This design comes from an exercise in tuning for small area on the open sky130 flow, not from production work. RTL that was checked went through simulation tests only; none was proved equivalent to the original. The RTL of run 2 was laid out without a check of its function.

## flow/design.v (module list and top-level ports; edited modules follow where they fit)
// module cube_map_face_select_unit: 1738 lines
// module cmfs_top: 33 lines
module cmfs_top (
	input  logic        clk,
	input  logic        arst_n,
	input  logic        start,
	output logic        busy,
	input  logic [15:0] dir_x,
	input  logic [15:0] dir_y,
	input  logic [15:0] dir_z,
	output logic        done,
	output logic [2:0]  face,
	output logic [12:0] coord_u,
	output logic [12:0] coord_v,
	output logic        zero_vector
);
  // ...
==> flow/run.sh <==
#!/bin/bash
# synth_recipe.tcl (not shown) runs the flow's synth.tcl, then flattens the netlist and writes it again
# the make line also repeats each setting of config.mk as NAME=value (left out here)
make -C /OpenROAD-flow-scripts/flow DESIGN_CONFIG=/design/flow/config.mk WORK_HOME=/design/flow/orfs CLKGATE_MAP_FILE= SYNTH_SCRIPT=/design/flow/synth_recipe.tcl finish
==> flow/config.mk <==
export PLATFORM = sky130hd
export DESIGN_NAME = cmfs_top
export DESIGN_NICKNAME = cmfs_top
export VERILOG_FILES = /design/flow/design.v
export SDC_FILE = /design/flow/constraint.sdc
export NUM_CORES = 4
export LEC_CHECK = 0
export ABC_AREA = 1
export CAP_MARGIN = 20
export CORE_MARGIN = 2
export CORE_UTILIZATION = 55
export CTS_CLUSTER_DIAMETER = 70
export CTS_CLUSTER_SIZE = 35
export GPL_TIMING_DRIVEN = 0
export PLACE_DENSITY = 0.7
export SLEW_MARGIN = 20
==> flow/constraint.sdc <==
create_clock -name core_clock -period 4.5 [get_ports {clk}]
set_input_delay 0.9000 -clock core_clock [delete_from_list [all_inputs] [get_ports {clk}]]
set_output_delay 0.9000 -clock core_clock [all_outputs]
set_load 0.01 [all_outputs]
==> run summary, run 1 <==
Worst Path Buf+Inv 2; count of final max-slew check failures 0; Synth top cells by count 512 x nand2_1, 400 x inv_1, 368 x dfxtp_1; Unique masters post-synth 50; Synth top area share 0.273; Crit. Startpoint u_unit.ru_10r[14]; Total Routing Usage GR 0.253; Simple-Gate Fraction of Synth Area 0.154; global route hottest layer met2; die area 50800 µm²; # H-tree levels 1; outcome complete, no violations; clk slew on worst S/H paths 0.11 ns; Clock Latency Late Sink 0.62 ns; Top FF cell, synth dfxtp_1; Slowest Stage Delay on Critical Path 0.55 ns; initial antenna violation count 0; Final Hold Vio Count 0; final period utilization 0.956; clock buf count 29; Hold Crit Class reg -> reg; Seq/Total Area, Yosys 0.279; final instance count without filler cells 3890; Fill cells 4067; largest class multi-input gates; TAP cells 622
==> run 2: changes to the inputs <==
--- a/flow/design.v
+++ b/flow/design.v
@@ -47,23 +47,31 @@
 	logic        z_major, y_major, zero_c;
 	logic [2:0]  face_c;
 	logic [15:0] m_c, cu_c, cv_c;
 	logic        fu_c, fv_c, equ_c, eqv_c;
 	logic [15:0] ax_c, ay_c, az_c;
 	assign ax_c = dir.dir_x ^ ({orpre(dir.dir_x[14:0]), 1'b0} & {16{dir.dir_x[15]}});
 	assign ay_c = dir.dir_y ^ ({orpre(dir.dir_y[14:0]), 1'b0} & {16{dir.dir_y[15]}});
 	assign az_c = dir.dir_z ^ ({orpre(dir.dir_z[14:0]), 1'b0} & {16{dir.dir_z[15]}});
-	assign vld_a = start;
-	assign x  = dir.dir_x;
-	assign y  = dir.dir_y;
-	assign z  = dir.dir_z;
-	assign ax = ax_c;
-	assign ay = ay_c;
-	assign az = az_c;
+	always_ff @(posedge clk or negedge arst_n) begin
+		if (!arst_n) vld_a <= 1'b0;
+		else         vld_a <= start;
+	end
+	always_ff @(posedge clk) begin
+		ax <= ax_c;
+		ay <= ay_c;
+		az <= az_c;
+		x[15] <= dir.dir_x[15];
+		y[15] <= dir.dir_y[15];
+		z[15] <= dir.dir_z[15];
+	end
+	assign x[14:0] = '0;
+	assign y[14:0] = '0;
+	assign z[14:0] = '0;
 	always_comb begin
 		x_nz = ax != '0;
 		y_nz = ay != '0;
 		z_nz = az != '0;
 		z_ge_x = az >= ax;
 		z_ge_y = az >= ay;
 		y_ge_x = ay >= ax;
 		z_eq_x = az == ax;
@@ -117,89 +125,95 @@
 		end
 		equ_c = equ_c && !fu_c;
 		eqv_c = eqv_c && !fv_c;
 		if (zero_c) begin
 			m_c   = 16'd1;
 			equ_c = 1'b0;
 			eqv_c = 1'b0;
 		end
-		fu_c  = fu_c || equ_c;
-		fv_c  = fv_c || eqv_c;
 	end
 	logic        vld_0;
+	logic        zero_0;
 	logic        equ_0;
 	logic        eqv_0;
 	logic [2:0] face_0;
 	logic [15:0] m_0;
 	logic        fu_0;
 	logic        fv_0;
 	logic [14:0] ru_0, rv_0;
 	assign vld_0  = vld_a;
+	assign zero_0 = zero_c;
 	assign equ_0  = equ_c;
 	assign eqv_0  = eqv_c;
-	assign face_0 = zero_c ? 3'd6 : face_c;
+	assign face_0 = face_c;
 	assign m_0    = m_c;
 	assign fu_0   = fu_c;
 	assign fv_0   = fv_c;
 	assign ru_0   = cu_c[14:0];
 	assign rv_0   = cv_c[14:0];
 	logic        vld_0r;
+	logic        zero_0r;
 	logic        equ_0r;
 	logic        eqv_0r;
 	logic [2:0] face_0r;
 	logic [15:0] m_0r;
 	logic        fu_0r;
 	logic        fv_0r;
 	logic [14:0] ru_0r, rv_0r;
 	always_ff @(posedge clk or negedge arst_n) begin
 		if (!arst_n) vld_0r <= 1'b0;
 		else         vld_0r <= vld_0;
 	end
 	always_ff @(posedge clk) begin
+		zero_0r <= zero_0;
 		equ_0r <= equ_0;
 		eqv_0r <= eqv_0;
 		face_0r <= face_0;
 		m_0r <= m_0;
 		fu_0r <= fu_0;
 		fv_0r <= fv_0;
 		ru_0r <= ru_0;
 		rv_0r <= rv_0;
 	end
 	logic        vld_1;
+	logic        zero_1;
 	logic        equ_1;
 	logic        eqv_1;
 	logic [2:0] face_1;
 	logic [15:0] m_1;
 	logic        fu_1;
 	logic        fv_1;
 	logic [14:0] ru_1, rv_1;
 	assign vld_1 = vld_0r;
+	assign zero_1 = zero_0r;
 	assign equ_1 = equ_0r;
 	assign eqv_1 = eqv_0r;
 	assign face_1 = face_0r;
 	assign m_1 = m_0r;
 	assign fu_1 = fu_0r;
 	assign fv_1 = fv_0r;
 	logic [15:0] su_1;
 	assign su_1 = {ru_0r, 1'b0} + ~m_0r + 16'(!fu_0r);
 	assign ru_1 = su_1[15:1];
 	logic [15:0] sv_1;
 	assign sv_1 = {rv_0r, 1'b0} + ~m_0r + 16'(!fv_0r);
 	assign rv_1 = sv_1[15:1];
 	logic        vld_2;
+	logic        zero_2;
 	logic        equ_2;
 	logic        eqv_2;
 	logic [2:0] face_2;
 	logic [15:0] m_2;
 	logic        fu_2;
 	logic        fv_2;
 	logic [14:0] ru_2, rv_2;
 	logic [10:10] qu_2, qv_2;
 	assign vld_2 = vld_1;
+	assign zero_2 = zero_1;
 	assign equ_2 = equ_1;
 	assign eqv_2 = eqv_1;
 	assign face_2 = face_1;
 	assign m_2 = m_1;
 	assign fu_2 = fu_1;
 	assign fv_2 = fv_1;
 	logic hu_2;
 	logic [15:0] su_2;
@@ -325,65 +339,72 @@
 	assign cv_2[11] = tv_2_42_g;
 	assign cv_2[12] = tv_2_51_g;
 	assign cv_2[13] = tv_2_45_g;
 	assign cv_2[14] = tv_2_52_g;
 	assign cv_2[15] = tv_2_41_g;
 	assign sv_2 = pv_2 ^ cv_2;
 	assign rv_2 = sv_2[15:1];
 	logic        vld_2r;
+	logic        zero_2r;
 	logic        equ_2r;
 	logic        eqv_2r;
 	logic [2:0] face_2r;
 	logic [15:0] m_2r;
 	logic        fu_2r;
 	logic        fv_2r;
 	logic [14:0] ru_2r, rv_2r;
 	logic [10:10] qu_2r, qv_2r;
+	logic        su_2r, sv_2r;   
 	always_ff @(posedge clk or negedge arst_n) begin
 		if (!arst_n) vld_2r <= 1'b0;
 		else         vld_2r <= vld_2;
 	end
 	always_ff @(posedge clk) begin
+		zero_2r <= zero_2;
 		equ_2r <= equ_2;
 		eqv_2r <= eqv_2;
 		face_2r <= face_2;
 		m_2r <= m_2;
 		fu_2r <= fu_2;
 		fv_2r <= fv_2;
 		ru_2r <= ru_2;
 		rv_2r <= rv_2;
 		qu_2r <= qu_2;
 		qv_2r <= qv_2;
+		su_2r <= !ru_2[14];
+		sv_2r <= !rv_2[14];
 	end
 	logic        vld_3;
+	logic        zero_3;
 	logic        equ_3;
 	logic        eqv_3;
 	logic [2:0] face_3;
 	logic [15:0] m_3;
 	logic        fu_3;
 	logic        fv_3;
 	logic [14:0] ru_3, rv_3;
 	logic [10:9] qu_3, qv_3;
 	assign vld_3 = vld_2r;
+	assign zero_3 = zero_2r;
 	assign equ_3 = equ_2r;
 	assign eqv_3 = eqv_2r;
 	assign face_3 = face_2r;
 	assign m_3 = m_2r;
 	assign fu_3 = fu_2r;
 	assign fv_3 = fv_2r;
 	logic hu_3;
 	logic [15:0] su_3;
 	assign hu_3 = ru_2r[14];
 	assign qu_3 = {qu_2r, !(hu_3 ^ fu_2r)};
 	wire [15:0] au_3 = {ru_2r[13:0], m_2r[0] ^ fu_2r, fu_2r};
-	wire [15:0] bu_3 = m_2r ^ {16{!hu_3}};
+	wire [15:0] bu_3 = m_2r ^ {{8{su_2r}}, {8{!hu_3}}};
 	wire [15:0] pu_3 = au_3 ^ bu_3;
 	wire [15:0] gu_3 = au_3 & bu_3;
-	wire tu_3_53_g = gu_3[0] | (pu_3[0] & !hu_3);
+	wire tu_3_53_g = gu_3[0] | (pu_3[0] & su_2r);
 	wire tu_3_54_g = gu_3[2] | (pu_3[2] & gu_3[1]);
 	wire tu_3_54_p = pu_3[2] & pu_3[1];
 	wire tu_3_55_g = gu_3[4] | (pu_3[4] & gu_3[3]);
 	wire tu_3_55_p = pu_3[4] & pu_3[3];
 	wire tu_3_56_g = gu_3[6] | (pu_3[6] & gu_3[5]);
 	wire tu_3_56_p = pu_3[6] & pu_3[5];
 	wire tu_3_57_g = gu_3[8] | (pu_3[8] & gu_3[7]);
 	wire tu_3_57_p = pu_3[8] & pu_3[7];
@@ -411,17 +432,17 @@
 	wire tu_3_72_g = gu_3[1] | (pu_3[1] & tu_3_53_g);
 	wire tu_3_73_g = gu_3[3] | (pu_3[3] & tu_3_61_g);
 	wire tu_3_74_g = gu_3[5] | (pu_3[5] & tu_3_69_g);
 	wire tu_3_75_g = gu_3[7] | (pu_3[7] & tu_3_65_g);
 	wire tu_3_76_g = gu_3[9] | (pu_3[9] & tu_3_70_g);
 	wire tu_3_77_g = gu_3[11] | (pu_3[11] & tu_3_68_g);
 	wire tu_3_78_g = gu_3[13] | (pu_3[13] & tu_3_71_g);
 	wire [15:0] cu_3;
-	assign cu_3[0] = !hu_3;
+	assign cu_3[0] = su_2r;
 	assign cu_3[1] = tu_3_53_g;
 	assign cu_3[2] = tu_3_72_g;
 	assign cu_3[3] = tu_3_61_g;
 	assign cu_3[4] = tu_3_73_g;
 	assign cu_3[5] = tu_3_69_g;
 	assign cu_3[6] = tu_3_74_g;
 	assign cu_3[7] = tu_3_65_g;
 	assign cu_3[8] = tu_3_75_g;
@@ -434,20 +455,20 @@
 	assign cu_3[15] = tu_3_67_g;
 	assign su_3 = pu_3 ^ cu_3;
 	assign ru_3 = su_3[15:1];
 	logic hv_3;
 	logic [15:0] sv_3;
 	assign hv_3 = rv_2r[14];
 	assign qv_3 = {qv_2r, !(hv_3 ^ fv_2r)};
 	wire [15:0] av_3 = {rv_2r[13:0], m_2r[0] ^ fv_2r, fv_2r};
-	wire [15:0] bv_3 = m_2r ^ {16{!hv_3}};
+	wire [15:0] bv_3 = m_2r ^ {{8{sv_2r}}, {8{!hv_3}}};
 	wire [15:0] pv_3 = av_3 ^ bv_3;
 	wire [15:0] gv_3 = av_3 & bv_3;
-	wire tv_3_79_g = gv_3[0] | (pv_3[0] & !hv_3);
+	wire tv_3_79_g = gv_3[0] | (pv_3[0] & sv_2r);
 	wire tv_3_80_g = gv_3[2] | (pv_3[2] & gv_3[1]);
 	wire tv_3_80_p = pv_3[2] & pv_3[1];
 	wire tv_3_81_g = gv_3[4] | (pv_3[4] & gv_3[3]);
 	wire tv_3_81_p = pv_3[4] & pv_3[3];
 	wire tv_3_82_g = gv_3[6] | (pv_3[6] & gv_3[5]);
 	wire tv_3_82_p = pv_3[6] & pv_3[5];
 	wire tv_3_83_g = gv_3[8] | (pv_3[8] & gv_3[7]);
 	wire tv_3_83_p = pv_3[8] & pv_3[7];
@@ -475,17 +496,17 @@
 	wire tv_3_98_g = gv_3[1] | (pv_3[1] & tv_3_79_g);
 	wire tv_3_99_g = gv_3[3] | (pv_3[3] & tv_3_87_g);
 	wire tv_3_100_g = gv_3[5] | (pv_3[5] & tv_3_95_g);
 	wire tv_3_101_g = gv_3[7] | (pv_3[7] & tv_3_91_g);
 	wire tv_3_102_g = gv_3[9] | (pv_3[9] & tv_3_96_g);
 	wire tv_3_103_g = gv_3[11] | (pv_3[11] & tv_3_94_g);
 	wire tv_3_104_g = gv_3[13] | (pv_3[13] & tv_3_97_g);
 	wire [15:0] cv_3;
-	assign cv_3[0] = !hv_3;
+	assign cv_3[0] = sv_2r;
 	assign cv_3[1] = tv_3_79_g;
 	assign cv_3[2] = tv_3_98_g;
 	assign cv_3[3] = tv_3_87_g;
 	assign cv_3[4] = tv_3_99_g;
 	assign cv_3[5] = tv_3_95_g;
 	assign cv_3[6] = tv_3_100_g;
 	assign cv_3[7] = tv_3_91_g;
 	assign cv_3[8] = tv_3_101_g;
@@ -494,25 +515,27 @@
 	assign cv_3[11] = tv_3_94_g;
 	assign cv_3[12] = tv_3_103_g;
 	assign cv_3[13] = tv_3_97_g;
 	assign cv_3[14] = tv_3_104_g;
 	assign cv_3[15] = tv_3_93_g;
 	assign sv_3 = pv_3 ^ cv_3;
 	assign rv_3 = sv_3[15:1];
 	logic        vld_4;
+	logic        zero_4;
 	logic        equ_4;
 	logic        eqv_4;
 	logic [2:0] face_4;
 	logic [15:0] m_4;
 	logic        fu_4;
 	logic        fv_4;
 	logic [14:0] ru_4, rv_4;
 	logic [10:8] qu_4, qv_4;
 	assign vld_4 = vld_3;
+	assign zero_4 = zero_3;
 	assign equ_4 = equ_3;
 	assign eqv_4 = eqv_3;
 	assign face_4 = face_3;
 	assign m_4 = m_3;
 	assign fu_4 = fu_3;
 	assign fv_4 = fv_3;
 	logic hu_4;
 	logic [15:0] su_4;
@@ -638,65 +661,72 @@
 	assign cv_4[11] = tv_4_146_g;
 	assign cv_4[12] = tv_4_155_g;
 	assign cv_4[13] = tv_4_149_g;
 	assign cv_4[14] = tv_4_156_g;
 	assign cv_4[15] = tv_4_145_g;
 	assign sv_4 = pv_4 ^ cv_4;
 	assign rv_4 = sv_4[15:1];
 	logic        vld_4r;
+	logic        zero_4r;
 	logic        equ_4r;
 	logic        eqv_4r;
 	logic [2:0] face_4r;
 	logic [15:0] m_4r;
 	logic        fu_4r;
 	logic        fv_4r;
 	logic [14:0] ru_4r, rv_4r;
 	logic [10:8] qu_4r, qv_4r;
+	logic        su_4r, sv_4r;   
 	always_ff @(posedge clk or negedge arst_n) begin
 		if (!arst_n) vld_4r <= 1'b0;
 		else         vld_4r <= vld_4;
 	end
 	always_ff @(posedge clk) begin
+		zero_4r <= zero_4;
 		equ_4r <= equ_4;
 		eqv_4r <= eqv_4;
 		face_4r <= face_4;
 		m_4r <= m_4;
 		fu_4r <= fu_4;
 		fv_4r <= fv_4;
 		ru_4r <= ru_4;
 		rv_4r <= rv_4;
 		qu_4r <= qu_4;
 		qv_4r <= qv_4;
+		su_4r <= !ru_4[14];
+		sv_4r <= !rv_4[14];
 	end
 	logic        vld_5;
+	logic        zero_5;
 	logic        equ_5;
 	logic        eqv_5;
 	logic [2:0] face_5;
 	logic [15:0] m_5;
 	logic        fu_5;
 	logic        fv_5;
 	logic [14:0] ru_5, rv_5;
 	logic [10:7] qu_5, qv_5;
 	assign vld_5 = vld_4r;
+	assign zero_5 = zero_4r;
 	assign equ_5 = equ_4r;
 	assign eqv_5 = eqv_4r;
 	assign face_5 = face_4r;
 	assign m_5 = m_4r;
 	assign fu_5 = fu_4r;
 	assign fv_5 = fv_4r;
 	logic hu_5;
 	logic [15:0] su_5;
 	assign hu_5 = ru_4r[14];
 	assign qu_5 = {qu_4r, !(hu_5 ^ fu_4r)};
 	wire [15:0] au_5 = {ru_4r[13:0], m_4r[0] ^ fu_4r, fu_4r};
-	wire [15:0] bu_5 = m_4r ^ {16{!hu_5}};
+	wire [15:0] bu_5 = m_4r ^ {{8{su_4r}}, {8{!hu_5}}};
 	wire [15:0] pu_5 = au_5 ^ bu_5;
 	wire [15:0] gu_5 = au_5 & bu_5;
-	wire tu_5_157_g = gu_5[0] | (pu_5[0] & !hu_5);
+	wire tu_5_157_g = gu_5[0] | (pu_5[0] & su_4r);
 	wire tu_5_158_g = gu_5[2] | (pu_5[2] & gu_5[1]);
 	wire tu_5_158_p = pu_5[2] & pu_5[1];
 	wire tu_5_159_g = gu_5[4] | (pu_5[4] & gu_5[3]);
 	wire tu_5_159_p = pu_5[4] & pu_5[3];
 	wire tu_5_160_g = gu_5[6] | (pu_5[6] & gu_5[5]);
 	wire tu_5_160_p = pu_5[6] & pu_5[5];
 	wire tu_5_161_g = gu_5[8] | (pu_5[8] & gu_5[7]);
 	wire tu_5_161_p = pu_5[8] & pu_5[7];
@@ -724,17 +754,17 @@
 	wire tu_5_176_g = gu_5[1] | (pu_5[1] & tu_5_157_g);
 	wire tu_5_177_g = gu_5[3] | (pu_5[3] & tu_5_165_g);
 	wire tu_5_178_g = gu_5[5] | (pu_5[5] & tu_5_173_g);
 	wire tu_5_179_g = gu_5[7] | (pu_5[7] & tu_5_169_g);
 	wire tu_5_180_g = gu_5[9] | (pu_5[9] & tu_5_174_g);
 	wire tu_5_181_g = gu_5[11] | (pu_5[11] & tu_5_172_g);
 	wire tu_5_182_g = gu_5[13] | (pu_5[13] & tu_5_175_g);
 	wire [15:0] cu_5;
-	assign cu_5[0] = !hu_5;
+	assign cu_5[0] = su_4r;
 	assign cu_5[1] = tu_5_157_g;
 	assign cu_5[2] = tu_5_176_g;
 	assign cu_5[3] = tu_5_165_g;
 	assign cu_5[4] = tu_5_177_g;
 	assign cu_5[5] = tu_5_173_g;
 	assign cu_5[6] = tu_5_178_g;
 	assign cu_5[7] = tu_5_169_g;
 	assign cu_5[8] = tu_5_179_g;
@@ -747,20 +777,20 @@
 	assign cu_5[15] = tu_5_171_g;
 	assign su_5 = pu_5 ^ cu_5;
 	assign ru_5 = su_5[15:1];
 	logic hv_5;
 	logic [15:0] sv_5;
 	assign hv_5 = rv_4r[14];
 	assign qv_5 = {qv_4r, !(hv_5 ^ fv_4r)};
 	wire [15:0] av_5 = {rv_4r[13:0], m_4r[0] ^ fv_4r, fv_4r};
-	wire [15:0] bv_5 = m_4r ^ {16{!hv_5}};
+	wire [15:0] bv_5 = m_4r ^ {{8{sv_4r}}, {8{!hv_5}}};
 	wire [15:0] pv_5 = av_5 ^ bv_5;
 	wire [15:0] gv_5 = av_5 & bv_5;
-	wire tv_5_183_g = gv_5[0] | (pv_5[0] & !hv_5);
+	wire tv_5_183_g = gv_5[0] | (pv_5[0] & sv_4r);
 	wire tv_5_184_g = gv_5[2] | (pv_5[2] & gv_5[1]);
 	wire tv_5_184_p = pv_5[2] & pv_5[1];
 	wire tv_5_185_g = gv_5[4] | (pv_5[4] & gv_5[3]);
 	wire tv_5_185_p = pv_5[4] & pv_5[3];
 	wire tv_5_186_g = gv_5[6] | (pv_5[6] & gv_5[5]);
 	wire tv_5_186_p = pv_5[6] & pv_5[5];
 	wire tv_5_187_g = gv_5[8] | (pv_5[8] & gv_5[7]);
 	wire tv_5_187_p = pv_5[8] & pv_5[7];
@@ -788,17 +818,17 @@
 	wire tv_5_202_g = gv_5[1] | (pv_5[1] & tv_5_183_g);
 	wire tv_5_203_g = gv_5[3] | (pv_5[3] & tv_5_191_g);
 	wire tv_5_204_g = gv_5[5] | (pv_5[5] & tv_5_199_g);
 	wire tv_5_205_g = gv_5[7] | (pv_5[7] & tv_5_195_g);
 	wire tv_5_206_g = gv_5[9] | (pv_5[9] & tv_5_200_g);
 	wire tv_5_207_g = gv_5[11] | (pv_5[11] & tv_5_198_g);
 	wire tv_5_208_g = gv_5[13] | (pv_5[13] & tv_5_201_g);
 	wire [15:0] cv_5;
-	assign cv_5[0] = !hv_5;
+	assign cv_5[0] = sv_4r;
 	assign cv_5[1] = tv_5_183_g;
 	assign cv_5[2] = tv_5_202_g;
 	assign cv_5[3] = tv_5_191_g;
 	assign cv_5[4] = tv_5_203_g;
 	assign cv_5[5] = tv_5_199_g;
 	assign cv_5[6] = tv_5_204_g;
 	assign cv_5[7] = tv_5_195_g;
 	assign cv_5[8] = tv_5_205_g;
@@ -807,25 +837,27 @@
 	assign cv_5[11] = tv_5_198_g;
 	assign cv_5[12] = tv_5_207_g;
 	assign cv_5[13] = tv_5_201_g;
 	assign cv_5[14] = tv_5_208_g;
 	assign cv_5[15] = tv_5_197_g;
 	assign sv_5 = pv_5 ^ cv_5;
 	assign rv_5 = sv_5[15:1];
 	logic        vld_6;
+	logic        zero_6;
 	logic        equ_6;
 	logic        eqv_6;
 	logic [2:0] face_6;
 	logic [15:0] m_6;
 	logic        fu_6;
 	logic        fv_6;
 	logic [14:0] ru_6, rv_6;
 	logic [10:6] qu_6, qv_6;
 	assign vld_6 = vld_5;
+	assign zero_6 = zero_5;
 	assign equ_6 = equ_5;
 	assign eqv_6 = eqv_5;
 	assign face_6 = face_5;
 	assign m_6 = m_5;
 	assign fu_6 = fu_5;
 	assign fv_6 = fv_5;
 	logic hu_6;
 	logic [15:0] su_6;
@@ -951,65 +983,72 @@
 	assign cv_6[11] = tv_6_250_g;
 	assign cv_6[12] = tv_6_259_g;
 	assign cv_6[13] = tv_6_253_g;
 	assign cv_6[14] = tv_6_260_g;
 	assign cv_6[15] = tv_6_249_g;
 	assign sv_6 = pv_6 ^ cv_6;
 	assign rv_6 = sv_6[15:1];
 	logic        vld_6r;
+	logic        zero_6r;
 	logic        equ_6r;
 	logic        eqv_6r;
 	logic [2:0] face_6r;
 	logic [15:0] m_6r;
 	logic        fu_6r;
 	logic        fv_6r;
 	logic [14:0] ru_6r, rv_6r;
 	logic [10:6] qu_6r, qv_6r;
+	logic        su_6r, sv_6r;   
 	always_ff @(posedge clk or negedge arst_n) begin
 		if (!arst_n) vld_6r <= 1'b0;
 		else         vld_6r <= vld_6;
 	end
 	always_ff @(posedge clk) begin
+		zero_6r <= zero_6;
 		equ_6r <= equ_6;
 		eqv_6r <= eqv_6;
 		face_6r <= face_6;
 		m_6r <= m_6;
 		fu_6r <= fu_6;
 		fv_6r <= fv_6;
 		ru_6r <= ru_6;
 		rv_6r <= rv_6;
 		qu_6r <= qu_6;
 		qv_6r <= qv_6;
+		su_6r <= !ru_6[14];
+		sv_6r <= !rv_6[14];
 	end
 	logic        vld_7;
+	logic        zero_7;
 	logic        equ_7;
 	logic        eqv_7;
 	logic [2:0] face_7;
 	logic [15:0] m_7;
 	logic        fu_7;
 	logic        fv_7;
 	logic [14:0] ru_7, rv_7;
 	logic [10:5] qu_7, qv_7;
 	assign vld_7 = vld_6r;
+	assign zero_7 = zero_6r;
 	assign equ_7 = equ_6r;
 	assign eqv_7 = eqv_6r;
 	assign face_7 = face_6r;
 	assign m_7 = m_6r;
 	assign fu_7 = fu_6r;
 	assign fv_7 = fv_6r;
 	logic hu_7;
 	logic [15:0] su_7;
 	assign hu_7 = ru_6r[14];
 	assign qu_7 = {qu_6r, !(hu_7 ^ fu_6r)};
 	wire [15:0] au_7 = {ru_6r[13:0], m_6r[0] ^ fu_6r, fu_6r};
-	wire [15:0] bu_7 = m_6r ^ {16{!hu_7}};
+	wire [15:0] bu_7 = m_6r ^ {{8{su_6r}}, {8{!hu_7}}};
 	wire [15:0] pu_7 = au_7 ^ bu_7;
 	wire [15:0] gu_7 = au_7 & bu_7;
-	wire tu_7_261_g = gu_7[0] | (pu_7[0] & !hu_7);
+	wire tu_7_261_g = gu_7[0] | (pu_7[0] & su_6r);
 	wire tu_7_262_g = gu_7[2] | (pu_7[2] & gu_7[1]);
 	wire tu_7_262_p = pu_7[2] & pu_7[1];
 	wire tu_7_263_g = gu_7[4] | (pu_7[4] & gu_7[3]);
 	wire tu_7_263_p = pu_7[4] & pu_7[3];
 	wire tu_7_264_g = gu_7[6] | (pu_7[6] & gu_7[5]);
 	wire tu_7_264_p = pu_7[6] & pu_7[5];
 	wire tu_7_265_g = gu_7[8] | (pu_7[8] & gu_7[7]);
 	wire tu_7_265_p = pu_7[8] & pu_7[7];
@@ -1037,17 +1076,17 @@
 	wire tu_7_280_g = gu_7[1] | (pu_7[1] & tu_7_261_g);
 	wire tu_7_281_g = gu_7[3] | (pu_7[3] & tu_7_269_g);
 	wire tu_7_282_g = gu_7[5] | (pu_7[5] & tu_7_277_g);
 	wire tu_7_283_g = gu_7[7] | (pu_7[7] & tu_7_273_g);
 	wire tu_7_284_g = gu_7[9] | (pu_7[9] & tu_7_278_g);
 	wire tu_7_285_g = gu_7[11] | (pu_7[11] & tu_7_276_g);
 	wire tu_7_286_g = gu_7[13] | (pu_7[13] & tu_7_279_g);
 	wire [15:0] cu_7;
-	assign cu_7[0] = !hu_7;
+	assign cu_7[0] = su_6r;
 	assign cu_7[1] = tu_7_261_g;
 	assign cu_7[2] = tu_7_280_g;
 	assign cu_7[3] = tu_7_269_g;
 	assign cu_7[4] = tu_7_281_g;
 	assign cu_7[5] = tu_7_277_g;
 	assign cu_7[6] = tu_7_282_g;
 	assign cu_7[7] = tu_7_273_g;
 	assign cu_7[8] = tu_7_283_g;
@@ -1060,20 +1099,20 @@
 	assign cu_7[15] = tu_7_275_g;
 	assign su_7 = pu_7 ^ cu_7;
 	assign ru_7 = su_7[15:1];
 	logic hv_7;
 	logic [15:0] sv_7;
 	assign hv_7 = rv_6r[14];
 	assign qv_7 = {qv_6r, !(hv_7 ^ fv_6r)};
 	wire [15:0] av_7 = {rv_6r[13:0], m_6r[0] ^ fv_6r, fv_6r};
-	wire [15:0] bv_7 = m_6r ^ {16{!hv_7}};
+	wire [15:0] bv_7 = m_6r ^ {{8{sv_6r}}, {8{!hv_7}}};
 	wire [15:0] pv_7 = av_7 ^ bv_7;
 	wire [15:0] gv_7 = av_7 & bv_7;
-	wire tv_7_287_g = gv_7[0] | (pv_7[0] & !hv_7);
+	wire tv_7_287_g = gv_7[0] | (pv_7[0] & sv_6r);
 	wire tv_7_288_g = gv_7[2] | (pv_7[2] & gv_7[1]);
 	wire tv_7_288_p = pv_7[2] & pv_7[1];
 	wire tv_7_289_g = gv_7[4] | (pv_7[4] & gv_7[3]);
 	wire tv_7_289_p = pv_7[4] & pv_7[3];
 	wire tv_7_290_g = gv_7[6] | (pv_7[6] & gv_7[5]);
 	wire tv_7_290_p = pv_7[6] & pv_7[5];
 	wire tv_7_291_g = gv_7[8] | (pv_7[8] & gv_7[7]);
 	wire tv_7_291_p = pv_7[8] & pv_7[7];
@@ -1101,17 +1140,17 @@
 	wire tv_7_306_g = gv_7[1] | (pv_7[1] & tv_7_287_g);
 	wire tv_7_307_g = gv_7[3] | (pv_7[3] & tv_7_295_g);
 	wire tv_7_308_g = gv_7[5] | (pv_7[5] & tv_7_303_g);
 	wire tv_7_309_g = gv_7[7] | (pv_7[7] & tv_7_299_g);
 	wire tv_7_310_g = gv_7[9] | (pv_7[9] & tv_7_304_g);
 	wire tv_7_311_g = gv_7[11] | (pv_7[11] & tv_7_302_g);
 	wire tv_7_312_g = gv_7[13] | (pv_7[13] & tv_7_305_g);
 	wire [15:0] cv_7;
-	assign cv_7[0] = !hv_7;
+	assign cv_7[0] = sv_6r;
 	assign cv_7[1] = tv_7_287_g;
 	assign cv_7[2] = tv_7_306_g;
 	assign cv_7[3] = tv_7_295_g;
 	assign cv_7[4] = tv_7_307_g;
 	assign cv_7[5] = tv_7_303_g;
 	assign cv_7[6] = tv_7_308_g;
 	assign cv_7[7] = tv_7_299_g;
 	assign cv_7[8] = tv_7_309_g;
@@ -1120,25 +1159,27 @@
 	assign cv_7[11] = tv_7_302_g;
 	assign cv_7[12] = tv_7_311_g;
 	assign cv_7[13] = tv_7_305_g;
 	assign cv_7[14] = tv_7_312_g;
 	assign cv_7[15] = tv_7_301_g;
 	assign sv_7 = pv_7 ^ cv_7;
 	assign rv_7 = sv_7[15:1];
 	logic        vld_8;
+	logic        zero_8;
 	logic        equ_8;
 	logic        eqv_8;
 	logic [2:0] face_8;
 	logic [15:0] m_8;
 	logic        fu_8;
 	logic        fv_8;
 	logic [14:0] ru_8, rv_8;
 	logic [10:4] qu_8, qv_8;
 	assign vld_8 = vld_7;
+	assign zero_8 = zero_7;
 	assign equ_8 = equ_7;
 	assign eqv_8 = eqv_7;
 	assign face_8 = face_7;
 	assign m_8 = m_7;
 	assign fu_8 = fu_7;
 	assign fv_8 = fv_7;
 	logic hu_8;
 	logic [15:0] su_8;
@@ -1264,65 +1305,72 @@
 	assign cv_8[11] = tv_8_354_g;
 	assign cv_8[12] = tv_8_363_g;
 	assign cv_8[13] = tv_8_357_g;
 	assign cv_8[14] = tv_8_364_g;
 	assign cv_8[15] = tv_8_353_g;
 	assign sv_8 = pv_8 ^ cv_8;
 	assign rv_8 = sv_8[15:1];
 	logic        vld_8r;
+	logic        zero_8r;
 	logic        equ_8r;
 	logic        eqv_8r;
 	logic [2:0] face_8r;
 	logic [15:0] m_8r;
 	logic        fu_8r;
 	logic        fv_8r;
 	logic [14:0] ru_8r, rv_8r;
 	logic [10:4] qu_8r, qv_8r;
+	logic        su_8r, sv_8r;   
 	always_ff @(posedge clk or negedge arst_n) begin
 		if (!arst_n) vld_8r <= 1'b0;
 		else         vld_8r <= vld_8;
 	end
 	always_ff @(posedge clk) begin
+		zero_8r <= zero_8;
 		equ_8r <= equ_8;
 		eqv_8r <= eqv_8;
 		face_8r <= face_8;
 		m_8r <= m_8;
 		fu_8r <= fu_8;
 		fv_8r <= fv_8;
 		ru_8r <= ru_8;
 		rv_8r <= rv_8;
 		qu_8r <= qu_8;
 		qv_8r <= qv_8;
+		su_8r <= !ru_8[14];
+		sv_8r <= !rv_8[14];
 	end
 	logic        vld_9;
+	logic        zero_9;
 	logic        equ_9;
 	logic        eqv_9;
 	logic [2:0] face_9;
 	logic [15:0] m_9;
 	logic        fu_9;
 	logic        fv_9;
 	logic [14:0] ru_9, rv_9;
 	logic [10:3] qu_9, qv_9;
 	assign vld_9 = vld_8r;
+	assign zero_9 = zero_8r;
 	assign equ_9 = equ_8r;
 	assign eqv_9 = eqv_8r;
 	assign face_9 = face_8r;
 	assign m_9 = m_8r;
 	assign fu_9 = fu_8r;
 	assign fv_9 = fv_8r;
 	logic hu_9;
 	logic [15:0] su_9;
 	assign hu_9 = ru_8r[14];
 	assign qu_9 = {qu_8r, !(hu_9 ^ fu_8r)};
 	wire [15:0] au_9 = {ru_8r[13:0], m_8r[0] ^ fu_8r, fu_8r};
-	wire [15:0] bu_9 = m_8r ^ {16{!hu_9}};
+	wire [15:0] bu_9 = m_8r ^ {{8{su_8r}}, {8{!hu_9}}};
 	wire [15:0] pu_9 = au_9 ^ bu_9;
 	wire [15:0] gu_9 = au_9 & bu_9;
-	wire tu_9_365_g = gu_9[0] | (pu_9[0] & !hu_9);
+	wire tu_9_365_g = gu_9[0] | (pu_9[0] & su_8r);
 	wire tu_9_366_g = gu_9[2] | (pu_9[2] & gu_9[1]);
 	wire tu_9_366_p = pu_9[2] & pu_9[1];
 	wire tu_9_367_g = gu_9[4] | (pu_9[4] & gu_9[3]);
 	wire tu_9_367_p = pu_9[4] & pu_9[3];
 	wire tu_9_368_g = gu_9[6] | (pu_9[6] & gu_9[5]);
 	wire tu_9_368_p = pu_9[6] & pu_9[5];
 	wire tu_9_369_g = gu_9[8] | (pu_9[8] & gu_9[7]);
 	wire tu_9_369_p = pu_9[8] & pu_9[7];
@@ -1350,17 +1398,17 @@
 	wire tu_9_384_g = gu_9[1] | (pu_9[1] & tu_9_365_g);
 	wire tu_9_385_g = gu_9[3] | (pu_9[3] & tu_9_373_g);
 	wire tu_9_386_g = gu_9[5] | (pu_9[5] & tu_9_381_g);
 	wire tu_9_387_g = gu_9[7] | (pu_9[7] & tu_9_377_g);
 	wire tu_9_388_g = gu_9[9] | (pu_9[9] & tu_9_382_g);
 	wire tu_9_389_g = gu_9[11] | (pu_9[11] & tu_9_380_g);
 	wire tu_9_390_g = gu_9[13] | (pu_9[13] & tu_9_383_g);
 	wire [15:0] cu_9;
-	assign cu_9[0] = !hu_9;
+	assign cu_9[0] = su_8r;
 	assign cu_9[1] = tu_9_365_g;
 	assign cu_9[2] = tu_9_384_g;
 	assign cu_9[3] = tu_9_373_g;
 	assign cu_9[4] = tu_9_385_g;
 	assign cu_9[5] = tu_9_381_g;
 	assign cu_9[6] = tu_9_386_g;
 	assign cu_9[7] = tu_9_377_g;
 	assign cu_9[8] = tu_9_387_g;
@@ -1373,20 +1421,20 @@
 	assign cu_9[15] = tu_9_379_g;
 	assign su_9 = pu_9 ^ cu_9;
 	assign ru_9 = su_9[15:1];
 	logic hv_9;
 	logic [15:0] sv_9;
 	assign hv_9 = rv_8r[14];
 	assign qv_9 = {qv_8r, !(hv_9 ^ fv_8r)};
 	wire [15:0] av_9 = {rv_8r[13:0], m_8r[0] ^ fv_8r, fv_8r};
-	wire [15:0] bv_9 = m_8r ^ {16{!hv_9}};
+	wire [15:0] bv_9 = m_8r ^ {{8{sv_8r}}, {8{!hv_9}}};
 	wire [15:0] pv_9 = av_9 ^ bv_9;
 	wire [15:0] gv_9 = av_9 & bv_9;
-	wire tv_9_391_g = gv_9[0] | (pv_9[0] & !hv_9);
+	wire tv_9_391_g = gv_9[0] | (pv_9[0] & sv_8r);
 	wire tv_9_392_g = gv_9[2] | (pv_9[2] & gv_9[1]);
 	wire tv_9_392_p = pv_9[2] & pv_9[1];
 	wire tv_9_393_g = gv_9[4] | (pv_9[4] & gv_9[3]);
 	wire tv_9_393_p = pv_9[4] & pv_9[3];
 	wire tv_9_394_g = gv_9[6] | (pv_9[6] & gv_9[5]);
 	wire tv_9_394_p = pv_9[6] & pv_9[5];
 	wire tv_9_395_g = gv_9[8] | (pv_9[8] & gv_9[7]);
 	wire tv_9_395_p = pv_9[8] & pv_9[7];
@@ -1414,17 +1462,17 @@
 	wire tv_9_410_g = gv_9[1] | (pv_9[1] & tv_9_391_g);
 	wire tv_9_411_g = gv_9[3] | (pv_9[3] & tv_9_399_g);
 	wire tv_9_412_g = gv_9[5] | (pv_9[5] & tv_9_407_g);
 	wire tv_9_413_g = gv_9[7] | (pv_9[7] & tv_9_403_g);
 	wire tv_9_414_g = gv_9[9] | (pv_9[9] & tv_9_408_g);
 	wire tv_9_415_g = gv_9[11] | (pv_9[11] & tv_9_406_g);
 	wire tv_9_416_g = gv_9[13] | (pv_9[13] & tv_9_409_g);
 	wire [15:0] cv_9;
-	assign cv_9[0] = !hv_9;
+	assign cv_9[0] = sv_8r;
 	assign cv_9[1] = tv_9_391_g;
 	assign cv_9[2] = tv_9_410_g;
 	assign cv_9[3] = tv_9_399_g;
 	assign cv_9[4] = tv_9_411_g;
 	assign cv_9[5] = tv_9_407_g;
 	assign cv_9[6] = tv_9_412_g;
 	assign cv_9[7] = tv_9_403_g;
 	assign cv_9[8] = tv_9_413_g;
@@ -1433,25 +1481,27 @@
 	assign cv_9[11] = tv_9_406_g;
 	assign cv_9[12] = tv_9_415_g;
 	assign cv_9[13] = tv_9_409_g;
 	assign cv_9[14] = tv_9_416_g;
 	assign cv_9[15] = tv_9_405_g;
 	assign sv_9 = pv_9 ^ cv_9;
 	assign rv_9 = sv_9[15:1];
 	logic        vld_10;
+	logic        zero_10;
 	logic        equ_10;
 	logic        eqv_10;
 	logic [2:0] face_10;
 	logic [15:0] m_10;
 	logic        fu_10;
 	logic        fv_10;
 	logic [14:0] ru_10, rv_10;
 	logic [10:2] qu_10, qv_10;
 	assign vld_10 = vld_9;
+	assign zero_10 = zero_9;
 	assign equ_10 = equ_9;
 	assign eqv_10 = eqv_9;
 	assign face_10 = face_9;
 	assign m_10 = m_9;
 	assign fu_10 = fu_9;
 	assign fv_10 = fv_9;
 	logic hu_10;
 	logic [15:0] su_10;
@@ -1577,65 +1627,72 @@
 	assign cv_10[11] = tv_10_458_g;
 	assign cv_10[12] = tv_10_467_g;
 	assign cv_10[13] = tv_10_461_g;
 	assign cv_10[14] = tv_10_468_g;
 	assign cv_10[15] = tv_10_457_g;
 	assign sv_10 = pv_10 ^ cv_10;
 	assign rv_10 = sv_10[15:1];
 	logic        vld_10r;
+	logic        zero_10r;
 	logic        equ_10r;
 	logic        eqv_10r;
 	logic [2:0] face_10r;
 	logic [15:0] m_10r;
 	logic        fu_10r;
 	logic        fv_10r;
 	logic [14:0] ru_10r, rv_10r;
 	logic [10:2] qu_10r, qv_10r;
+	logic        su_10r, sv_10r;   
 	always_ff @(posedge clk or negedge arst_n) begin
 		if (!arst_n) vld_10r <= 1'b0;
 		else         vld_10r <= vld_10;
 	end
 	always_ff @(posedge clk) begin
+		zero_10r <= zero_10;
 		equ_10r <= equ_10;
 		eqv_10r <= eqv_10;
 		face_10r <= face_10;
 		m_10r <= m_10;
 		fu_10r <= fu_10;
 		fv_10r <= fv_10;
 		ru_10r <= ru_10;
 		rv_10r <= rv_10;
 		qu_10r <= qu_10;
 		qv_10r <= qv_10;
+		su_10r <= !ru_10[14];
+		sv_10r <= !rv_10[14];
 	end
 	logic        vld_11;
+	logic        zero_11;
 	logic        equ_11;
 	logic        eqv_11;
 	logic [2:0] face_11;
 	logic [15:0] m_11;
 	logic        fu_11;
 	logic        fv_11;
 	logic [14:0] ru_11, rv_11;
 	logic [10:1] qu_11, qv_11;
 	assign vld_11 = vld_10r;
+	assign zero_11 = zero_10r;
 	assign equ_11 = equ_10r;
 	assign eqv_11 = eqv_10r;
 	assign face_11 = face_10r;
 	assign m_11 = m_10r;
 	assign fu_11 = fu_10r;
 	assign fv_11 = fv_10r;
 	logic hu_11;
 	logic [15:0] su_11;
 	assign hu_11 = ru_10r[14];
 	assign qu_11 = {qu_10r, !(hu_11 ^ fu_10r)};
 	wire [15:0] au_11 = {ru_10r[13:0], m_10r[0] ^ fu_10r, fu_10r};
-	wire [15:0] bu_11 = m_10r ^ {16{!hu_11}};
+	wire [15:0] bu_11 = m_10r ^ {{8{su_10r}}, {8{!hu_11}}};
 	wire [15:0] pu_11 = au_11 ^ bu_11;
 	wire [15:0] gu_11 = au_11 & bu_11;
-	wire tu_11_469_g = gu_11[0] | (pu_11[0] & !hu_11);
+	wire tu_11_469_g = gu_11[0] | (pu_11[0] & su_10r);
 	wire tu_11_470_g = gu_11[2] | (pu_11[2] & gu_11[1]);
 	wire tu_11_470_p = pu_11[2] & pu_11[1];
 	wire tu_11_471_g = gu_11[4] | (pu_11[4] & gu_11[3]);
 	wire tu_11_471_p = pu_11[4] & pu_11[3];
 	wire tu_11_472_g = gu_11[6] | (pu_11[6] & gu_11[5]);
 	wire tu_11_472_p = pu_11[6] & pu_11[5];
 	wire tu_11_473_g = gu_11[8] | (pu_11[8] & gu_11[7]);
 	wire tu_11_473_p = pu_11[8] & pu_11[7];
@@ -1663,17 +1720,17 @@
 	wire tu_11_488_g = gu_11[1] | (pu_11[1] & tu_11_469_g);
 	wire tu_11_489_g = gu_11[3] | (pu_11[3] & tu_11_477_g);
 	wire tu_11_490_g = gu_11[5] | (pu_11[5] & tu_11_485_g);
 	wire tu_11_491_g = gu_11[7] | (pu_11[7] & tu_11_481_g);
 	wire tu_11_492_g = gu_11[9] | (pu_11[9] & tu_11_486_g);
 	wire tu_11_493_g = gu_11[11] | (pu_11[11] & tu_11_484_g);
 	wire tu_11_494_g = gu_11[13] | (pu_11[13] & tu_11_487_g);
 	wire [15:0] cu_11;
-	assign cu_11[0] = !hu_11;
+	assign cu_11[0] = su_10r;
 	assign cu_11[1] = tu_11_469_g;
 	assign cu_11[2] = tu_11_488_g;
 	assign cu_11[3] = tu_11_477_g;
 	assign cu_11[4] = tu_11_489_g;
 	assign cu_11[5] = tu_11_485_g;
 	assign cu_11[6] = tu_11_490_g;
 	assign cu_11[7] = tu_11_481_g;
 	assign cu_11[8] = tu_11_491_g;
@@ -1686,20 +1743,20 @@
 	assign cu_11[15] = tu_11_483_g;
 	assign su_11 = pu_11 ^ cu_11;
 	assign ru_11 = su_11[15:1];
 	logic hv_11;
 	logic [15:0] sv_11;
 	assign hv_11 = rv_10r[14];
 	assign qv_11 = {qv_10r, !(hv_11 ^ fv_10r)};
 	wire [15:0] av_11 = {rv_10r[13:0], m_10r[0] ^ fv_10r, fv_10r};
-	wire [15:0] bv_11 = m_10r ^ {16{!hv_11}};
+	wire [15:0] bv_11 = m_10r ^ {{8{sv_10r}}, {8{!hv_11}}};
 	wire [15:0] pv_11 = av_11 ^ bv_11;
 	wire [15:0] gv_11 = av_11 & bv_11;
-	wire tv_11_495_g = gv_11[0] | (pv_11[0] & !hv_11);
+	wire tv_11_495_g = gv_11[0] | (pv_11[0] & sv_10r);
 	wire tv_11_496_g = gv_11[2] | (pv_11[2] & gv_11[1]);
 	wire tv_11_496_p = pv_11[2] & pv_11[1];
 	wire tv_11_497_g = gv_11[4] | (pv_11[4] & gv_11[3]);
 	wire tv_11_497_p = pv_11[4] & pv_11[3];
 	wire tv_11_498_g = gv_11[6] | (pv_11[6] & gv_11[5]);
 	wire tv_11_498_p = pv_11[6] & pv_11[5];
 	wire tv_11_499_g = gv_11[8] | (pv_11[8] & gv_11[7]);
 	wire tv_11_499_p = pv_11[8] & pv_11[7];
@@ -1727,17 +1784,17 @@
 	wire tv_11_514_g = gv_11[1] | (pv_11[1] & tv_11_495_g);
 	wire tv_11_515_g = gv_11[3] | (pv_11[3] & tv_11_503_g);
 	wire tv_11_516_g = gv_11[5] | (pv_11[5] & tv_11_511_g);
 	wire tv_11_517_g = gv_11[7] | (pv_11[7] & tv_11_507_g);
 	wire tv_11_518_g = gv_11[9] | (pv_11[9] & tv_11_512_g);
 	wire tv_11_519_g = gv_11[11] | (pv_11[11] & tv_11_510_g);
 	wire tv_11_520_g = gv_11[13] | (pv_11[13] & tv_11_513_g);
 	wire [15:0] cv_11;
-	assign cv_11[0] = !hv_11;
+	assign cv_11[0] = sv_10r;
 	assign cv_11[1] = tv_11_495_g;
 	assign cv_11[2] = tv_11_514_g;
 	assign cv_11[3] = tv_11_503_g;
 	assign cv_11[4] = tv_11_515_g;
 	assign cv_11[5] = tv_11_511_g;
 	assign cv_11[6] = tv_11_516_g;
 	assign cv_11[7] = tv_11_507_g;
 	assign cv_11[8] = tv_11_517_g;
@@ -1749,20 +1806,20 @@
 	assign cv_11[14] = tv_11_520_g;
 	assign cv_11[15] = tv_11_509_g;
 	assign sv_11 = pv_11 ^ cv_11;
 	assign rv_11 = sv_11[15:1];
 	logic [11:0] qu_f, qv_f;
 	assign qu_f = {!fu_11, qu_11, !(ru_11[14] ^ fu_11)};
 	assign qv_f = {!fv_11, qv_11, !(rv_11[14] ^ fv_11)};
 	assign done            = vld_11;
-	assign res.zero_vector = face_11 == 3'd6;
-	assign res.face        = res.zero_vector ? 3'd5 : face_11;
-	assign res.coord_u     = {equ_11, qu_f};
-	assign res.coord_v     = {eqv_11, qv_f};
+	assign res.face        = face_11;
+	assign res.zero_vector = zero_11;
+	assign res.coord_u     = {equ_11, qu_f & {12{!equ_11}}};
+	assign res.coord_v     = {eqv_11, qv_f & {12{!eqv_11}}};
 endmodule
 module cmfs_top (
 	input  logic        clk,
 	input  logic        arst_n,
 	input  logic        start,
 	output logic        busy,
 	input  logic [15:0] dir_x,
 	input  logic [15:0] dir_y,
==> flow/config.mk (replaced) <==
export PLATFORM = sky130hd
export DESIGN_NAME = cmfs_top
export DESIGN_NICKNAME = cmfs_top
export VERILOG_FILES = /design/flow/design.v
export SDC_FILE = /design/flow/constraint.sdc
export NUM_CORES = 4
export LEC_CHECK = 0
export CAP_MARGIN = 20
export CORE_MARGIN = 2
export CORE_UTILIZATION = 40
export SLEW_MARGIN = 20
==> run summary, run 2 <==
outcome complete, but fails checks (was complete, no violations); Violated Checks negative setup slack; critical path launch point type flop (unchanged); synthesized-area fraction occupied by adder cells 0.234 (was 0.249); Crit-path slowest cell dfxtp_2 (was clkdlybuf4s50_1); final instance count without filler cells 4548 (was 3890); max_slew headroom 0.510 (was 0.588); grt total ovfl 0 (unchanged); RePlAce Congestion 0.889 (was 0.912); # H-tree levels 2 (was 1); via count 22.4k (was 20.6k); hold_sp u_unit.equ_2r (was u_unit.eqv_0r); DRT iter0 DRCs 893 (was 1109); CP most frequent cell a21o_1 (was a21oi_1); WP data arrival 5.28 ns (was 3.40 ns); global route hottest layer met2 (unchanged); reg2reg start u_unit.m_0r[1] (was u_unit.ru_4r[14]); Unique masters post-synth 79 (was 50); Max-cap violations 0 (unchanged); post-route ant nets 0 (unchanged); Slowest Stage Delay on Critical Path 0.35 ns (was 0.55 ns); xor and xnor fraction of the mapped netlist area 0.179 (was 0.171); Worst-Margin Slew 0.734 ns (was 0.603 ns); Simple-Gate Fraction of Synth Area 0.0904 (was 0.154); Max Root-Sink Buffers 3 (unchanged); area of the multi-input gates 20500 µm² (was 18100 µm²); DP HPWL 60800 µm (was 53600 µm); worst path cell trace inv_4 > buf_4 > ha_4 > a21o_1 > a21oi_2 > o21a_1 > o31ai_2 > a21oi_2 > buf_4 > a211oi_4 > xnor2_2 > ha_1 > a31o_2 > a21o_1 > a21o_1 > a21o_1 > or3_4 > a31oi_4 > o31ai_4 > a21o_1 > a21o_1 > fa_2 > xor2_1 (was clkbuf_8 > xnor2_1 > ha_1 > a21oi_1 > nand2_1 > a21o_1 > a21oi_1 > o21ai_1 > nand4_1 > nand2_1 > a21oi_1 > xnor2_1 > clkdlybuf4s50_1); main combinational cell family by area after synthesis adder cells (unchanged); R2R setup slack -0.30 ns (was 0.20 ns); crit end category flop (was output port); Die Y 275 µm (was 225 µm); Clock Latency Late Sink 0.59 ns (was 0.62 ns); mux contribution to synthesized area 0.0149 (was 0); Synth top area share 0.296 (was 0.273); Root Driver clkbuf_16 (unchanged); Hold Crit Class reg -> reg (unchanged); mean post-synth cell area 9.87 µm² (was 8.66 µm²); initial antenna violation count 4 (was 0); GRT met3 Usage 0.0212 (was 0.0262); PnR worst setup slack -0.303 ns (was 0.197 ns); Nets 4082 (was 3766); most common cell after layout, fill and taps aside buf_4 (was nand2_1); R2R Path End u_unit.rv_2r[13] (was u_unit.ru_6r[13]); Post-synth EDFFs 0 (unchanged); Yosys reg bits 442 (was 374); die area 75600 µm² (was 50800 µm²); global-route wire length before repair 116000 µm (was 102000 µm); cell area after synthesis 29400 µm² (was 27000 µm²); post-synthesis cell count 2978 (was 3113); # DRC 0 (unchanged); post-DR vias/cell 4.93 (was 5.30); Inst Count DP 4379 (was 3815); Final Hold Vio Count 0 (unchanged); clk slew on worst S/H paths 0.06 ns (was 0.11 ns); Synth Area in Compound Gates 0.133 (was 0.0774); ys async rst share 0.0158 (was 0.0160); Synth top cells by count 435 x dfxtp_1, 387 x xnor2_1, 368 x ha_1 (was 512 x nand2_1, 400 x inv_1, 368 x dfxtp_1); most frequent cells in the layout 496 x buf_4, 395 x dfxtp_1, 351 x ha_1 (was 498 x nand2_1, 398 x inv_1, 362 x dfxtp_1); Row Count 99 (was 81); Initial Util 0.403 (was 0.554); cell count of the worst hold path 0 (unchanged); most frequent cell after synthesis dfxtp_1 (was nand2_1); layout cell share with drive strength beyond 1 0.262 (was 0.110); vias in the first global route 22.3k (was 20.7k); final period demand of the worst path 4.80 ns (was 4.30 ns); area leader, netlist dfxtp_1 (unchanged); count of final max-slew check failures 0 (unchanged); Die Wd 275 µm (was 225 µm); Wirelength per Cell 16.5 µm (was 16.7 µm); WP data required 4.98 ns (was 3.60 ns); CTS sink cnt 442 (was 374); final period utilization 1.07 (was 0.956); CTS tree done (unchanged); Crit Path Max Fanout 4 (was 10); port bufs 81 (was 80); Antenna diodes 0 (unchanged); GR Util met1 0.244 (was 0.269); FF-to-FF path depth 23 (was 22); core box area 72800 µm² (was 48600 µm²); clock skew 0.0221 ns (was 0.0265 ns); Num CTS Buffers 47 (was 29); Fill cells 6558 (was 4067); FF/Latch Area 8950 µm² (was 7530 µm²); Total Routing Usage GR 0.194 (was 0.253); IO Pins 83 (unchanged); Worst Hold End u_unit.equ_4r (was u_unit.eqv_2r); M2 GR Usage 0.346 (was 0.495); Yosys warnings 4 (was 1); first-pass detailed-route iteration total 5 (was 6); WS Path Type reg -> reg (was reg -> out); RSZ-0062 raised after global routing yes; Seq/Total Area, Yosys 0.302 (was 0.279); final wirelength 75100 µm (was 65000 µm); Top FF cell, synth dfxtp_1 (unchanged); area delta synth->final 30.6% (was 13.6%); largest net degree at the start of global routing 27 (was 36); Net Count, Synth 3509 (was 3634); Final setup viols 18 (was 0); dominant cells by area after synthesis dfxtp_1 30%, ha_1 16%, xnor2_1 12% (was dfxtp_1 27%, ha_1 17%, xnor2_1 8.7%); Achievable Freq 208 MHz (was 232 MHz)
[run 2: cell count changes after synthesis, moves of 56 or more]
| cell | change |
|---|---|
| a21o_1 | +120 |
| dfxtp_1 | +67 |
| inv_1 | -151 |
| nand2_1 | -388 |
| nand2_2 | -68 |
| nand3_1 | -86 |
| xnor2_1 | +119 |
| xor2_1 | -56 |
[run 2: how the worst max path moves through the flow]
stage,startpoint,to,slack [ns],depth (start not counted)
final,u_unit.m_0r[1],u_unit.rv_2r[13],-0.30,23
after global routing,u_unit.m_0r[1],u_unit.ru_2r[13],-0.52,25
after CTS,u_unit.m_0r[1],u_unit.ru_2r[13],-0.29,25
after detailed placement,u_unit.ru_0r[0],u_unit.ru_2r[13],-0.32,25
after global placement,u_unit.m_0r[1],u_unit.ru_2r[13],-0.21,26
after floorplan,u_unit.m_0r[0],u_unit.ru_2r[13],-0.22,26
[run 2: cell type report]
cell class	count	area share
sequential	442	0.233
multi-input combinational	2201	0.536
inverter	250	0.0247
clock inverter	25	0.0114
clock buffer	62	0.0339
timing repair buffer	609	0.130
tap	959	0.0313
[run 2: metrics by stage]
stage	setup WS, ns	utilization	hold slack [ns]	setup TNS [ns]	cell area, µm²
after detailed placement	-0.322	0.477	0.312	-3.68	34800
after global routing	-0.523	0.527	0.327	-9.41	38400
after CTS	-0.285	0.506	0.322	-2.12	36900
final	-0.303	0.527	0.322	-2.24	38400
after floorplan	-0.223	-	0.310	-0.802	29800
after global placement	-0.213	0.477	0.310	-2.07	34800
[run 2: timing repair]
item | in CTS | in global routing
gates cloned | 0 | 0
hold buffers | 0 | 0
setup endpoints to repair | 43 | 82
buffers inserted | 14 | 73
resized for setup | 62 | 214
pin swaps | 59 | 225
[run 2: worst max-delay path: cells and delay by family, from the launching register on]
kind | cells | cell delay (ns)
adder cells (fa/ha/maj) | 3 | 0.84
buffers and inverters | 3 | 0.33
flip-flops | 1 | 0.35
AO/OA/AOI/OAI | 14 | 2.51
XOR/XNOR | 2 | 0.31
AND/OR/NAND/NOR | 1 | 0.34
[run 2: cell families (layout without fill, tap and decap cells)]
logic type / Yosys count / in the layout
XOR/XNOR: 592 / 592
AO/OA/AOI/OAI: 570 / 570
AND/OR/NAND/NOR: 516 / 516
adder cells (fa/ha/maj): 482 / 482
flip-flops: 442 / 442
buffers and inverters: 335 / 946
multiplexers: 40 / 40
other: 1 / 1
[run 2: per-layer routing]
layer,vias to the layer above,share of wire
met3,126,0.031
met4,0,0.030
met5,-,0
met1,10600,0.45
li1,11400,-
met2,350,0.49

==> static timing again, ports no longer ideal <==
No port has a modelled driver above. Below, the same layouts with a new extraction and two added sets of constraints. Step 1 (the two cells are an assumption about what drives the block):
set clk [get_ports {clk}]
set_driving_cell -lib_cell sky130_fd_sc_hd__clkbuf_16 $clk
set_driving_cell -lib_cell sky130_fd_sc_hd__buf_2 [delete_from_list [all_inputs] $clk]
Step 2 also shifts input and output timing later by t, the mid clock arrival at the registers, as if the neighbouring blocks saw the same clock. Slacks: ideal / step 1 / step 2; pairs: ideal / step 1.
| run | t (ns) | slack for setup (ns) | worst setup path at the end |
|---|---|---|---|
| run 1 | 0.665 | 0.197 / 0.138 / -0.460 | input to register |
| run 2 | 0.643 | -0.303 / -0.303 / -0.303 | register to register |
With both steps, setup timing fails in run 1, where it was met with ideal ports. The setup slack of run 1, which loses most, moves by -0.059 ns with the drivers and by -0.657 ns with both steps.
